Background: an optimization exercise with open tools, aiming at small area and a short achievable clock period. Do not read the settings as production practice.
At most, simulation tests tie the RTL to the original design; equivalence was not proved.
Power and IR drop assume default switching activity.

==> flow/design.v (excerpt) <==
module soc_top #(
    parameter int ITCM_DEPTH    = 64,
    parameter int DTCM_DEPTH    = 64,
    parameter int APB_MEM_DEPTH = 64,
    parameter int DIV_WID       = 4
) (
    input  logic                            hclk,
    input  logic                            hresetn,
    input  logic [DIV_WID-1:0]              div_factor_i,
    input  logic [ahb_pkg::HADDR_WIDTH-1:0] haddr_i,
    input  ahb_pkg::htrans_t                htrans_i,
    input  logic                            hwrite_i,
    input  ahb_pkg::hsize_t                 hsize_i,
    input  logic [ahb_pkg::HDATA_WIDTH-1:0] hwdata_i,
    output logic [ahb_pkg::HDATA_WIDTH-1:0] hrdata_o,
    output logic                            hready_o,
    output ahb_pkg::hresp_t                 hresp_o
);
Settings: LEC_CHECK=0, CAP_MARGIN=20, CORE_MARGIN=2, CORE_UTILIZATION=50, CTS_CLUSTER_DIAMETER=100, CTS_CLUSTER_SIZE=24, SETUP_SLACK_MARGIN=4.3, SLEW_MARGIN=20, SYNTH_HIERARCHICAL=1; clock period 7.5 ns.
run.sh (not shown) runs the stock make flow with config.mk's settings and CLKGATE_MAP_FILE= SYNTH_SCRIPT=/design/flow/synth_recipe.tcl, a recipe that flattens the netlist after the stock synthesis.
Change:
--- a/flow/design.v
+++ b/flow/design.v
@@ -70,31 +70,25 @@
     assign strb_ap = ahb_pkg::byte_strb(hsize_i, haddr_i[1:0]);
     logic                rdy_q;     
     logic                nrdy_q;    
     logic                resp_q;    
     logic                err1_q;    
     apb_pkg::apb_state_t st_q;      
     logic [DIV_WID-1:0]  cnt_q;     
     logic                wr_i_q;    
     logic                wr_d_q;    
-    logic                npclk_q;   
-    logic                acc_q;     
-    logic                apb_we_q;  
     logic                pclken;
     logic                unmapped;
     logic                start;
     apb_pkg::apb_state_t st_n;
-    logic [DIV_WID-1:0]  cnt_n;
     logic                err1_n;
-    logic                a_write;
     assign rdy_q    = !nrdy_q;
-    assign pclken   = !npclk_q;
-    assign cnt_n    = pclken ? div_factor_i : cnt_q - 1'b1;
+    assign pclken   = (cnt_q == '0);
     assign unmapped = rdy_q && trans && rg_none;
     assign start    = rdy_q && trans && rg_apb;
     always_comb begin
         st_n = st_q;
         case (st_q)
             apb_pkg::IDLE:    if (start)  st_n = apb_pkg::WAIT_EN;
             apb_pkg::WAIT_EN: if (pclken) st_n = apb_pkg::SETUP;
             apb_pkg::SETUP:   if (pclken) st_n = apb_pkg::ACCESS;
             default:          if (pclken) st_n = apb_pkg::IDLE;
@@ -104,55 +98,48 @@
     always_ff @(posedge hclk or negedge hresetn) begin
         if (!hresetn) begin
             nrdy_q <= 1'b0;
             resp_q <= ahb_pkg::OKAY;
             err1_q <= 1'b0;
             st_q   <= apb_pkg::IDLE;
             cnt_q  <= '0;
             wr_i_q <= 1'b0;
             wr_d_q <= 1'b0;
-            npclk_q  <= 1'b0;
-            acc_q    <= 1'b0;
-            apb_we_q <= 1'b0;
         end else begin
             nrdy_q <= err1_n || (st_n != apb_pkg::IDLE);
             resp_q <= err1_q || unmapped;
             err1_q <= err1_n;
             st_q   <= st_n;
-            cnt_q  <= cnt_n;
-            npclk_q  <= (cnt_n != '0);
-            acc_q    <= (st_n == apb_pkg::ACCESS);
-            apb_we_q <= (st_n == apb_pkg::ACCESS) && (cnt_n == '0) && a_write;
+            cnt_q  <= pclken ? div_factor_i : cnt_q - 1'b1;
             wr_i_q <= rdy_q && trans && hwrite_i && rg_itcm;
             wr_d_q <= rdy_q && trans && hwrite_i && rg_dtcm;
         end
     end
     assign hready_o = rdy_q;
     assign hresp_o  = ahb_pkg::hresp_t'(resp_q);
     logic [7:0]    a_lo_n;
     logic [7:0]    a_hi;
-    logic [7:0]    a_lo_r_n;   
     logic [NB-1:0] a_strb;
+    logic          a_write;
     always_ff @(posedge hclk) begin
         if (rdy_q) begin
             for (int j = 0; j < 8; j++) begin
                 a_lo_n[j] <= (haddr_i[4:2] != 3'(j));
                 a_hi[j]   <= (haddr_i[7:5] == 3'(j));
-                a_lo_r_n[j] <= !((haddr_i[4:2] == 3'(j)) && rg_apb);
             end
             a_strb  <= strb_ap;
             a_write <= hwrite_i;
         end
     end
     logic apb_acc;
     logic apb_we;
-    assign apb_acc = acc_q;
-    assign apb_we  = apb_we_q;
+    assign apb_acc = (st_q == apb_pkg::ACCESS);
+    assign apb_we  = apb_acc && pclken && a_write;
     logic [DEPTH-1:0][31:0] itcm_q;
     logic [DEPTH-1:0][31:0] dtcm_q;
     logic [DEPTH-1:0][31:0] apbm_q;
     logic [2:0]                 wr_m;
     logic [2:0][7:0][NB-1:0]    row_n;
     logic [2:0][DEPTH-1:0][3:0] we;
     assign wr_m = {apb_we, wr_d_q, wr_i_q};
     always_comb begin
         for (int m = 0; m < 3; m++)
@@ -199,19 +186,19 @@
             rd_nand4 u_hi (.a(j[0] ? hb_t[0] : hb_f[0]), .b(j[1] ? hb_t[1] : hb_f[1]),
                            .c(j[2] ? hb_t[2] : hb_f[2]), .d(hr_i), .y(p_hi_i_n[b][j]));
             rd_nand4 u_hd (.a(j[0] ? hb_t[0] : hb_f[0]), .b(j[1] ? hb_t[1] : hb_f[1]),
                            .c(j[2] ? hb_t[2] : hb_f[2]), .d(hr_d), .y(p_hi_d_n[b][j]));
             rd_nand2 u_ha (.a(apb_acc), .b(a_hi[j]), .y(p_hi_a_n[b][j]));
         end
         for (genvar w = 0; w < DEPTH; w++) begin : g_sel
             rd_nor2 u_i (.a(p_hi_i_n[b][w/8]), .b(p_lo_n[b][w%8]), .y(sel_i[b][w]));
             rd_nor2 u_d (.a(p_hi_d_n[b][w/8]), .b(p_lo_n[b][w%8]), .y(sel_d[b][w]));
-            rd_nor2 u_a (.a(p_hi_a_n[b][w/8]), .b(a_lo_r_n[w%8]), .y(sel_a[b][w]));
+            rd_nor2 u_a (.a(p_hi_a_n[b][w/8]), .b(a_lo_n[w%8]), .y(sel_a[b][w]));
         end
     end
     logic          fwd;
     logic [NB-1:0] fwd_b, fwd_b_n;
     assign fwd = ((wr_i_q && !haddr_i[29]) || (wr_d_q && haddr_i[29])) &&
                  !a_lo_n[haddr_i[4:2]] && a_hi[haddr_i[7:5]];
     always_comb begin
         for (int b = 0; b < NB; b++) begin
             fwd_b[b]   = fwd && a_strb[b];
The new run produced a clean layout.
Setup slack improved by 0.024 ns.
Total power climbs by about 4%.
Maximum frequency climbs by 0.73%.
Final cell count hardly moves.
Flip-flop and latch count drops by 11.
Synthesized cell count is about the same.
Register-to-register slack hardly moves.
Clock power hardly moves.
Final area climbs by 1.1%.
Synthesized area hardly moves.
Combinational power climbs by 83%.
Sequential share of layout area drops by 0.99 points.
Utilization climbs by 0.66 points.
Count of clock-buffer cells in the layout drops by 8.
No functional check of the RTL was part of the first run of this note.


soc_top, a different RTL version from the one above (not shown whole).
For scale: roughly 13000 cells after synthesis, roughly 110 I/O pins, roughly 230000 sq um of cells after synthesis.
export LEC_CHECK = 0
export CAP_MARGIN = 20
export CORE_MARGIN = 2
export CORE_UTILIZATION = 65
export CTS_CLUSTER_DIAMETER = 100
export CTS_CLUSTER_SIZE = 27
export PLACE_DENSITY = 0.72
export SETUP_SLACK_MARGIN = 4.45
export SLEW_MARGIN = 20
export SYNTH_HIERARCHICAL = 1
create_clock -name core_clock -period 7.5 [get_ports {hclk}]
standard.sh (not shown) runs the stock make flow with config.mk's settings and CLKGATE_MAP_FILE= SYNTH_SCRIPT=/design/flow/synth_recipe.tcl, a recipe that flattens the netlist after the stock synthesis.
==> flow/flow/run.sh <==
#!/bin/bash
set -euo pipefail
WORK="$(pwd)"
bash standard.sh PRE_DETAIL_PLACE_TCL="$WORK/flow/movef.tcl" finish > "$WORK/flow_make.log" 2>&1
grep -h "^move " "$WORK"/orfs/logs/*/soc_top/base/3_5_place_dp.log > "$WORK/flow_moves.log" || true
==> flow/flow/movef.tcl <==
# Move the flip-flop (and any inverter/buffer between) that drives each named
# output port next to that port's output buffer, before legalization.
set blk [ord::get_db_block]
proc drv_of {net} {
  foreach it [$net getITerms] { if {[$it isOutputSignal]} { return [$it getInst] } }
  return "NULL"
}
foreach pname {hready_o hresp_o} {
  set bt [$blk findBTerm $pname]
  if {$bt == "NULL"} continue
  set obuf [drv_of [$bt getNet]]
  if {$obuf == "NULL"} continue
  set loc [$obuf getLocation]
  set x [lindex $loc 0]; set y [lindex $loc 1]
  set cur $obuf
  for {set d 0} {$d < 4} {incr d} {
    set in "NULL"
    foreach it [$cur getITerms] { if {[$it isInputSignal] && [[$it getMTerm] getSigType] == "SIGNAL"} { set in [$it getNet]; break } }
    if {$in == "NULL"} break
    set drv [drv_of $in]
    if {$drv == "NULL"} break
    set dx [expr {$x + ($d + 1) * 6000}]
    puts "move [$drv getName] ([[$drv getMaster] getName]) to $dx $y"
    $drv setLocation $dx $y
    if {[string match "*DFF*" [$drv getName]]} break
    set cur $drv
  }
}
Then changed:
--- a/flow/design.v
+++ b/flow/design.v
@@ -71,25 +71,25 @@
     logic                rdy_q;     
     logic                nrdy_q;    
     logic                resp_q;    
     logic                err1_q;    
     apb_pkg::apb_state_t st_q;      
     logic [DIV_WID-1:0]  cnt_q;     
-    logic                wr_i_q;    
-    logic                wr_d_q;    
+    logic [NB-1:0]       wr_i_q;    
+    logic [NB-1:0]       wr_d_q;    
     logic                npclk_q;   
     logic                acc_q;     
-    logic                apb_we_q;  
+    logic [NB-1:0]       apb_we_q;  
     logic                pclken;
     logic                unmapped;
     logic                start;
     apb_pkg::apb_state_t st_n;
     logic [DIV_WID-1:0]  cnt_n;
     logic                err1_n;
     logic                a_write;
-    assign rdy_q    = !nrdy_q;
+    assign rdy_q    = !err1_q && (st_q == apb_pkg::IDLE);
     assign pclken   = !npclk_q;
     assign cnt_n    = pclken ? div_factor_i : cnt_q - 1'b1;
     assign unmapped = rdy_q && trans && rg_none;
     assign start    = rdy_q && trans && rg_apb;
     always_comb begin
         st_n = st_q;
@@ -105,31 +105,31 @@
         if (!hresetn) begin
             nrdy_q <= 1'b0;
             resp_q <= ahb_pkg::OKAY;
             err1_q <= 1'b0;
             st_q   <= apb_pkg::IDLE;
             cnt_q  <= '0;
-            wr_i_q <= 1'b0;
-            wr_d_q <= 1'b0;
+            wr_i_q <= '0;
+            wr_d_q <= '0;
             npclk_q  <= 1'b0;
             acc_q    <= 1'b0;
-            apb_we_q <= 1'b0;
+            apb_we_q <= '0;
         end else begin
             nrdy_q <= err1_n || (st_n != apb_pkg::IDLE);
             resp_q <= err1_q || unmapped;
             err1_q <= err1_n;
             st_q   <= st_n;
             cnt_q  <= cnt_n;
             npclk_q  <= (cnt_n != '0);
             acc_q    <= (st_n == apb_pkg::ACCESS);
-            apb_we_q <= (st_n == apb_pkg::ACCESS) && (cnt_n == '0) && a_write;
-            wr_i_q <= rdy_q && trans && hwrite_i && rg_itcm;
-            wr_d_q <= rdy_q && trans && hwrite_i && rg_dtcm;
+            apb_we_q <= {NB{(st_n == apb_pkg::ACCESS) && (cnt_n == '0) && a_write}} & a_strb;
+            wr_i_q <= {NB{rdy_q && trans && hwrite_i && rg_itcm}} & strb_ap;
+            wr_d_q <= {NB{rdy_q && trans && hwrite_i && rg_dtcm}} & strb_ap;
         end
     end
-    assign hready_o = rdy_q;
+    assign hready_o = !nrdy_q;
     assign hresp_o  = ahb_pkg::hresp_t'(resp_q);
     logic [7:0]    a_lo_n;
     logic [7:0]    a_hi;
     logic [7:0]    a_lo_r_n;   
     logic [NB-1:0] a_strb;
     always_ff @(posedge hclk) begin
@@ -141,27 +141,27 @@
             end
             a_strb  <= strb_ap;
             a_write <= hwrite_i;
         end
     end
     logic apb_acc;
-    logic apb_we;
+    logic [NB-1:0] apb_we;
     assign apb_acc = acc_q;
     assign apb_we  = apb_we_q;
     logic [DEPTH-1:0][31:0] itcm_q;
     logic [DEPTH-1:0][31:0] dtcm_q;
     logic [DEPTH-1:0][31:0] apbm_q;
-    logic [2:0]                 wr_m;
+    logic [2:0][NB-1:0]         wr_m;
     logic [2:0][7:0][NB-1:0]    row_n;
     logic [2:0][DEPTH-1:0][3:0] we;
     assign wr_m = {apb_we, wr_d_q, wr_i_q};
     always_comb begin
         for (int m = 0; m < 3; m++)
             for (int j = 0; j < 8; j++)
                 for (int b = 0; b < NB; b++)
-                    row_n[m][j][b] = !(wr_m[m] && a_hi[j] && a_strb[b]);
+                    row_n[m][j][b] = !(wr_m[m][b] && a_hi[j]);
     end
     for (genvar m = 0; m < 3; m++) begin : g_we
         for (genvar w = 0; w < DEPTH; w++) begin : g_w
             for (genvar b = 0; b < NB; b++) begin : g_b
                 rd_nor2 u (.a(row_n[m][w/8][b]), .b(a_lo_n[w%8]), .y(we[m][w][b]));
             end
@@ -208,17 +208,16 @@
             rd_nor2 u_a (.a(p_hi_a_n[b][w/8]), .b(a_lo_r_n[w%8]), .y(sel_a[b][w]));
         end
     end
     logic          fwd;
     logic [NB-1:0] fwd_b, fwd_b_n;
     logic [NB-1:0] tcm_en;     
-    assign fwd = ((wr_i_q && !haddr_i[29]) || (wr_d_q && haddr_i[29])) &&
-                 !a_lo_n[haddr_i[4:2]] && a_hi[haddr_i[7:5]];
+    assign fwd = !a_lo_n[haddr_i[4:2]] && a_hi[haddr_i[7:5]];    
     always_comb begin
         for (int b = 0; b < NB; b++) begin
-            fwd_b[b]   = fwd && a_strb[b];
+            fwd_b[b]   = fwd && ((wr_i_q[b] && !haddr_i[29]) || (wr_d_q[b] && haddr_i[29]));
             fwd_b_n[b] = !fwd_b[b];
             tcm_en[b]  = !fwd_b[b] && nacc;
         end
     end
     logic [31:0] rd_n;
     logic [31:0] rdata_q;
What happened: The new run passed the timing, design-rule and antenna checks. Design area barely changes. Via count is about the same. Setup slack gets worse by 35 ps. Routed wire length barely changes. Global-route usage went down by 0.42 points. Power increases by 0.74%. Core utilization climbs by 0.15 points. Die area hardly moves.
Function not checked in the second run of this note: the RTL went through the layout flow alone.


The RTL this note starts from:
==> flow/design.v <==
package ahb_pkg;
    localparam int HADDR_WIDTH = 32;
    localparam int HDATA_WIDTH = 32;
    typedef enum logic [1:0] {
        IDLE   = 2'b00,
        BUSY   = 2'b01,
        NONSEQ = 2'b10,
        SEQ    = 2'b11
    } htrans_t;
    typedef enum logic [2:0] {
        BYTE = 3'b000,
        HALF = 3'b001,
        WORD = 3'b010
    } hsize_t;
    typedef enum logic {
        OKAY  = 1'b0,
        ERROR = 1'b1
    } hresp_t;
    localparam logic [3:0] REGION_ITCM = 4'h0;
    localparam logic [3:0] REGION_DTCM = 4'h2;
    localparam logic [3:0] REGION_APB  = 4'h4;
    function automatic logic [HDATA_WIDTH/8-1:0] byte_strb(hsize_t size, logic [1:0] addr);
        logic [HDATA_WIDTH/8-1:0] strb;
        case (size)
            3'b000:  strb = {{(HDATA_WIDTH/8-1){1'b0}}, 1'b1} << addr;
            3'b001:  strb = {{(HDATA_WIDTH/8-2){1'b0}}, 2'b11} << {addr[1], 1'b0};
            default: strb = '1;
        endcase
        byte_strb = strb;
    endfunction
endpackage
package apb_pkg;
    localparam int PADDR_WIDTH = 16;
    typedef enum logic [1:0] {
        IDLE    = 2'b00,
        WAIT_EN = 2'b01,
        SETUP   = 2'b10,
        ACCESS  = 2'b11
    } apb_state_t;
endpackage
module soc_top #(
    parameter int ITCM_DEPTH    = 64,
    parameter int DTCM_DEPTH    = 64,
    parameter int APB_MEM_DEPTH = 64,
    parameter int DIV_WID       = 4
) (
    input  logic                            hclk,
    input  logic                            hresetn,
    input  logic [DIV_WID-1:0]              div_factor_i,
    input  logic [ahb_pkg::HADDR_WIDTH-1:0] haddr_i,
    input  ahb_pkg::htrans_t                htrans_i,
    input  logic                            hwrite_i,
    input  ahb_pkg::hsize_t                 hsize_i,
    input  logic [ahb_pkg::HDATA_WIDTH-1:0] hwdata_i,
    output logic [ahb_pkg::HDATA_WIDTH-1:0] hrdata_o,
    output logic                            hready_o,
    output ahb_pkg::hresp_t                 hresp_o
);
    localparam int DEPTH = 64;
    localparam int AW    = 6;
    localparam int NB    = 4;
    logic       trans;
    logic       rg_itcm, rg_dtcm, rg_apb, rg_none;
    logic [3:0] strb_ap;
    assign trans   = htrans_i[1];
    assign rg_itcm = (haddr_i[31:28] == ahb_pkg::REGION_ITCM);
    assign rg_dtcm = (haddr_i[31:28] == ahb_pkg::REGION_DTCM);
    assign rg_apb  = (haddr_i[31:28] == ahb_pkg::REGION_APB);
    assign rg_none = !(rg_itcm || rg_dtcm || rg_apb);
    assign strb_ap = ahb_pkg::byte_strb(hsize_i, haddr_i[1:0]);
    logic                rdy_q;     
    logic                nrdy_q;    
    logic                resp_q;    
    logic                err1_q;    
    apb_pkg::apb_state_t st_q;      
    logic [DIV_WID-1:0]  cnt_q;     
    logic                wr_i_q;    
    logic                wr_d_q;    
    logic                pclken;
    logic                unmapped;
    logic                start;
    apb_pkg::apb_state_t st_n;
    logic                err1_n;
    assign rdy_q    = !nrdy_q;
    assign pclken   = (cnt_q == '0);
    assign unmapped = rdy_q && trans && rg_none;
    assign start    = rdy_q && trans && rg_apb;
    always_comb begin
        st_n = st_q;
        case (st_q)
            apb_pkg::IDLE:    if (start)  st_n = apb_pkg::WAIT_EN;
            apb_pkg::WAIT_EN: if (pclken) st_n = apb_pkg::SETUP;
            apb_pkg::SETUP:   if (pclken) st_n = apb_pkg::ACCESS;
            default:          if (pclken) st_n = apb_pkg::IDLE;
        endcase
    end
    assign err1_n = !err1_q && unmapped;
    always_ff @(posedge hclk or negedge hresetn) begin
        if (!hresetn) begin
            nrdy_q <= 1'b0;
            resp_q <= ahb_pkg::OKAY;
            err1_q <= 1'b0;
            st_q   <= apb_pkg::IDLE;
            cnt_q  <= '0;
            wr_i_q <= 1'b0;
            wr_d_q <= 1'b0;
        end else begin
            nrdy_q <= err1_n || (st_n != apb_pkg::IDLE);
            resp_q <= err1_q || unmapped;
            err1_q <= err1_n;
            st_q   <= st_n;
            cnt_q  <= pclken ? div_factor_i : cnt_q - 1'b1;
            wr_i_q <= rdy_q && trans && hwrite_i && rg_itcm;
            wr_d_q <= rdy_q && trans && hwrite_i && rg_dtcm;
        end
    end
    assign hready_o = rdy_q;
    assign hresp_o  = ahb_pkg::hresp_t'(resp_q);
    logic [7:0]    a_lo_n;
    logic [7:0]    a_hi;
    logic [NB-1:0] a_strb;
    logic          a_write;
    always_ff @(posedge hclk) begin
        if (rdy_q) begin
            for (int j = 0; j < 8; j++) begin
                a_lo_n[j] <= (haddr_i[4:2] != 3'(j));
                a_hi[j]   <= (haddr_i[7:5] == 3'(j));
            end
            a_strb  <= strb_ap;
            a_write <= hwrite_i;
        end
    end
    logic apb_acc;
    logic apb_we;
    assign apb_acc = (st_q == apb_pkg::ACCESS);
    assign apb_we  = apb_acc && pclken && a_write;
    logic [DEPTH-1:0][31:0] itcm_q;
    logic [DEPTH-1:0][31:0] dtcm_q;
    logic [DEPTH-1:0][31:0] apbm_q;
    logic [2:0]                 wr_m;
    logic [2:0][7:0][NB-1:0]    row_n;
    logic [2:0][DEPTH-1:0][3:0] we;
    assign wr_m = {apb_we, wr_d_q, wr_i_q};
    always_comb begin
        for (int m = 0; m < 3; m++)
            for (int j = 0; j < 8; j++)
                for (int b = 0; b < NB; b++)
                    row_n[m][j][b] = !(wr_m[m] && a_hi[j] && a_strb[b]);
    end
    for (genvar m = 0; m < 3; m++) begin : g_we
        for (genvar w = 0; w < DEPTH; w++) begin : g_w
            for (genvar b = 0; b < NB; b++) begin : g_b
                rd_nor2 u (.a(row_n[m][w/8][b]), .b(a_lo_n[w%8]), .y(we[m][w][b]));
            end
        end
    end
    always_ff @(posedge hclk) begin
        for (int w = 0; w < DEPTH; w++) begin
            for (int b = 0; b < NB; b++) begin
                if (we[0][w][b]) itcm_q[w][8*b +: 8] <= hwdata_i[8*b +: 8];
                if (we[1][w][b]) dtcm_q[w][8*b +: 8] <= hwdata_i[8*b +: 8];
                if (we[2][w][b]) apbm_q[w][8*b +: 8] <= hwdata_i[8*b +: 8];
            end
        end
    end
    logic [7:0]       p_lo_n;     
    logic [7:0]       p_hi_i_n;   
    logic [7:0]       p_hi_d_n;   
    logic [7:0]       p_hi_a_n;   
    logic [DEPTH-1:0] sel_i, sel_d, sel_a;
    always_comb begin
        for (int j = 0; j < 8; j++) begin
            p_lo_n[j]   = !(!apb_acc && (haddr_i[4:2] == 3'(j)));
            p_hi_i_n[j] = !(!haddr_i[29] && (haddr_i[7:5] == 3'(j)));
            p_hi_d_n[j] = !( haddr_i[29] && (haddr_i[7:5] == 3'(j)));
            p_hi_a_n[j] = !(apb_acc && a_hi[j]);
        end
    end
    for (genvar w = 0; w < DEPTH; w++) begin : g_sel
        rd_nor2 u_i (.a(p_hi_i_n[w/8]), .b(p_lo_n[w%8]), .y(sel_i[w]));
        rd_nor2 u_d (.a(p_hi_d_n[w/8]), .b(p_lo_n[w%8]), .y(sel_d[w]));
        rd_nor2 u_a (.a(p_hi_a_n[w/8]), .b(a_lo_n[w%8]), .y(sel_a[w]));
    end
    logic          fwd;
    logic [NB-1:0] fwd_b, fwd_b_n;
    assign fwd = ((wr_i_q && !haddr_i[29]) || (wr_d_q && haddr_i[29])) &&
                 !a_lo_n[haddr_i[4:2]] && a_hi[haddr_i[7:5]];
    always_comb begin
        for (int b = 0; b < NB; b++) begin
            fwd_b[b]   = fwd && a_strb[b];
            fwd_b_n[b] = !fwd_b[b];
        end
    end
    logic [31:0] rd_n;
    logic [31:0] rdata_q;
    for (genvar k = 0; k < 32; k++) begin : g_rd
        logic [63:0] t1;    
        logic [15:0] t2;    
        logic [7:0]  t3;    
        logic [1:0]  t4;    
        logic [2:0]  t5;    
        for (genvar w = 0; w < 64; w++) begin : g_t1
            rd_aoi222 u (.a1(sel_i[w]), .a2(itcm_q[w][k]),
                         .b1(sel_d[w]), .b2(dtcm_q[w][k]),
                         .c1(sel_a[w]), .c2(apbm_q[w][k]), .y(t1[w]));
        end
        for (genvar j = 0; j < 16; j++) begin : g_t2
            rd_nand4 u (.a(t1[4*j]), .b(t1[4*j+1]), .c(t1[4*j+2]), .d(t1[4*j+3]), .y(t2[j]));
        end
        for (genvar j = 0; j < 8; j++) begin : g_t3
            rd_nor2 u (.a(t2[2*j]), .b(t2[2*j+1]), .y(t3[j]));
        end
        for (genvar j = 0; j < 2; j++) begin : g_t4
            rd_nand4 u (.a(t3[4*j]), .b(t3[4*j+1]), .c(t3[4*j+2]), .d(t3[4*j+3]), .y(t4[j]));
        end
        rd_nand2 u_t50 (.a(fwd_b_n[k/8]), .b(t4[0]), .y(t5[0]));
        rd_nand2 u_t51 (.a(fwd_b_n[k/8]), .b(t4[1]), .y(t5[1]));
        rd_nand2 u_t52 (.a(fwd_b[k/8]), .b(hwdata_i[k]), .y(t5[2]));
        rd_nand3 u_t6 (.a(t5[0]), .b(t5[1]), .c(t5[2]), .y(rd_n[k]));
    end
    always_ff @(posedge hclk) begin
        rdata_q <= rd_n;
    end
    assign hrdata_o = rdata_q;
endmodule
module rd_aoi222 (
    input  logic a1, a2, b1, b2, c1, c2,
    output logic y
);
    assign y = !((a1 && a2) || (b1 && b2) || (c1 && c2));
endmodule
module rd_nand4 (
    input  logic a, b, c, d,
    output logic y
);
    assign y = !(a && b && c && d);
endmodule
module rd_nor2 (
    input  logic a, b,
    output logic y
);
    assign y = !(a || b);
endmodule
module rd_nand2 (
    input  logic a, b,
    output logic y
);
    assign y = !(a && b);
endmodule
module rd_nand3 (
    input  logic a, b, c,
    output logic y
);
    assign y = !(a && b && c);
endmodule
Settings: LEC_CHECK=0, CAP_MARGIN=20, CORE_MARGIN=2, CORE_UTILIZATION=50, CTS_CLUSTER_DIAMETER=100, CTS_CLUSTER_SIZE=24, SETUP_SLACK_MARGIN=4.3, SLEW_MARGIN=20, SYNTH_HIERARCHICAL=1; clock period 7.5 ns.
run.sh (not shown) runs the stock make flow with config.mk's settings and CLKGATE_MAP_FILE= SYNTH_SCRIPT=/design/flow/synth_recipe.tcl, a recipe that flattens the netlist after the stock synthesis.
Stock flow here: none of the scripts above is used.
Next try:
--- a/flow/design.v
+++ b/flow/design.v
@@ -162,25 +162,39 @@
                 if (we[2][w][b]) apbm_q[w][8*b +: 8] <= hwdata_i[8*b +: 8];
             end
         end
     end
-    logic [7:0]       p_lo_n;     
-    logic [7:0]       p_hi_i_n;   
-    logic [7:0]       p_hi_d_n;   
-    logic [7:0]       p_hi_a_n;   
-    logic [DEPTH-1:0] sel_i, sel_d, sel_a;
-    always_comb begin
-        for (int j = 0; j < 8; j++) begin
-            p_lo_n[j]   = !(!apb_acc && (haddr_i[4:2] == 3'(j)));
-            p_hi_i_n[j] = !(!haddr_i[29] && (haddr_i[7:5] == 3'(j)));
-            p_hi_d_n[j] = !( haddr_i[29] && (haddr_i[7:5] == 3'(j)));
-            p_hi_a_n[j] = !(apb_acc && a_hi[j]);
-        end
-    end
-    for (genvar w = 0; w < DEPTH; w++) begin : g_sel
-        rd_nor2 u_i (.a(p_hi_i_n[w/8]), .b(p_lo_n[w%8]), .y(sel_i[w]));
-        rd_nor2 u_d (.a(p_hi_d_n[w/8]), .b(p_lo_n[w%8]), .y(sel_d[w]));
-        rd_nor2 u_a (.a(p_hi_a_n[w/8]), .b(a_lo_n[w%8]), .y(sel_a[w]));
+    logic [2:0] ha_t, ha_f;     
+    logic [2:0] hb_t, hb_f;     
+    logic       hr_i, hr_d;     
+    logic       nacc;
+    assign ha_t = haddr_i[4:2];
+    assign ha_f = ~haddr_i[4:2];
+    assign hb_t = haddr_i[7:5];
+    assign hb_f = ~haddr_i[7:5];
+    assign hr_i = !haddr_i[29];
+    assign hr_d = haddr_i[29];
+    assign nacc = !apb_acc;
+    logic [NB-1:0][7:0]       p_lo_n;     
+    logic [NB-1:0][7:0]       p_hi_i_n;   
+    logic [NB-1:0][7:0]       p_hi_d_n;   
+    logic [NB-1:0][7:0]       p_hi_a_n;   
+    logic [NB-1:0][DEPTH-1:0] sel_i, sel_d, sel_a;
+    for (genvar b = 0; b < NB; b++) begin : g_dec
+        for (genvar j = 0; j < 8; j++) begin : g_p
+            rd_nand4 u_lo (.a(j[0] ? ha_t[0] : ha_f[0]), .b(j[1] ? ha_t[1] : ha_f[1]),
+                           .c(j[2] ? ha_t[2] : ha_f[2]), .d(nacc), .y(p_lo_n[b][j]));
+            rd_nand4 u_hi (.a(j[0] ? hb_t[0] : hb_f[0]), .b(j[1] ? hb_t[1] : hb_f[1]),
+                           .c(j[2] ? hb_t[2] : hb_f[2]), .d(hr_i), .y(p_hi_i_n[b][j]));
+            rd_nand4 u_hd (.a(j[0] ? hb_t[0] : hb_f[0]), .b(j[1] ? hb_t[1] : hb_f[1]),
+                           .c(j[2] ? hb_t[2] : hb_f[2]), .d(hr_d), .y(p_hi_d_n[b][j]));
+            rd_nand2 u_ha (.a(apb_acc), .b(a_hi[j]), .y(p_hi_a_n[b][j]));
+        end
+        for (genvar w = 0; w < DEPTH; w++) begin : g_sel
+            rd_nor2 u_i (.a(p_hi_i_n[b][w/8]), .b(p_lo_n[b][w%8]), .y(sel_i[b][w]));
+            rd_nor2 u_d (.a(p_hi_d_n[b][w/8]), .b(p_lo_n[b][w%8]), .y(sel_d[b][w]));
+            rd_nor2 u_a (.a(p_hi_a_n[b][w/8]), .b(a_lo_n[w%8]), .y(sel_a[b][w]));
+        end
     end
     logic          fwd;
     logic [NB-1:0] fwd_b, fwd_b_n;
     assign fwd = ((wr_i_q && !haddr_i[29]) || (wr_d_q && haddr_i[29])) &&
@@ -199,11 +213,11 @@
         logic [7:0]  t3;    
         logic [1:0]  t4;    
         logic [2:0]  t5;    
         for (genvar w = 0; w < 64; w++) begin : g_t1
-            rd_aoi222 u (.a1(sel_i[w]), .a2(itcm_q[w][k]),
-                         .b1(sel_d[w]), .b2(dtcm_q[w][k]),
-                         .c1(sel_a[w]), .c2(apbm_q[w][k]), .y(t1[w]));
+            rd_aoi222 u (.a1(sel_i[k/8][w]), .a2(itcm_q[w][k]),
+                         .b1(sel_d[k/8][w]), .b2(dtcm_q[w][k]),
+                         .c1(sel_a[k/8][w]), .c2(apbm_q[w][k]), .y(t1[w]));
         end
         for (genvar j = 0; j < 16; j++) begin : g_t2
             rd_nand4 u (.a(t1[4*j]), .b(t1[4*j+1]), .c(t1[4*j+2]), .d(t1[4*j+3]), .y(t2[j]));
         end
What happened: The changed run passed the timing, design-rule and antenna checks; count of clock-buffer cells in the layout climbs by 8; core utilization drops by 0.62 points; cell count climbs by 3.0%; wire length drops by 6.1%; via count climbs by 1.5%; worst setup slack improved by 420 ps; critical path depth climbs by 3; worst hold slack got worse by 20 ps; non-clock buffer count drops by 170.
No run of this note included a check of the RTL's function; only the layout flow was run.

==> separate check: timing with driven ports <==
How much do the figures lean on ideal ports? The routed layouts below were timed once more, with nothing changed but the port constraints.
Step 1 assumes that a clkbuf_16 drives the clock port and a buf_2 every other input.
Step 2 also shifts input and output timing later by t, the mid clock arrival at the registers, as if the neighbouring blocks saw the same clock.
Three values: ideal ports, drivers, drivers and shift; two values: the first two.
run | t (ns) | setup slack, ns | slew at the worst register clock pin (ns) | worst data-port slew with drivers (ns) | pins driven straight from the clock port
the first run of note 1 | 1.082 | 4.174 / 4.126 / 3.044 | 0.10 / 0.10 | 0.24 | 1
the second run of note 1 | 1.087 | 4.198 / 4.088 / 3.190 | 0.10 / 0.10 | 0.55 | 1
the first run of note 2 | 1.065 | 4.355 / 4.175 / 3.110 | 0.11 / 0.11 | 0.42 | 1
the second run of note 2 | 1.049 | 4.320 / 4.221 / 3.172 | 0.11 / 0.11 | 0.35 | 1
the first run of note 3 | 1.102 | 3.496 / 3.376 / 2.274 | 0.10 / 0.10 | 0.36 | 1
the second run of note 3 | 1.058 | 3.915 / 3.803 / 2.745 | 0.10 / 0.10 | 0.23 | 1
After both steps setup and hold are still met in every run listed. For the first run of note 2, which loses most, drivers alone change the setup slack by -0.180 ns; drivers and shift together by -1.245 ns.
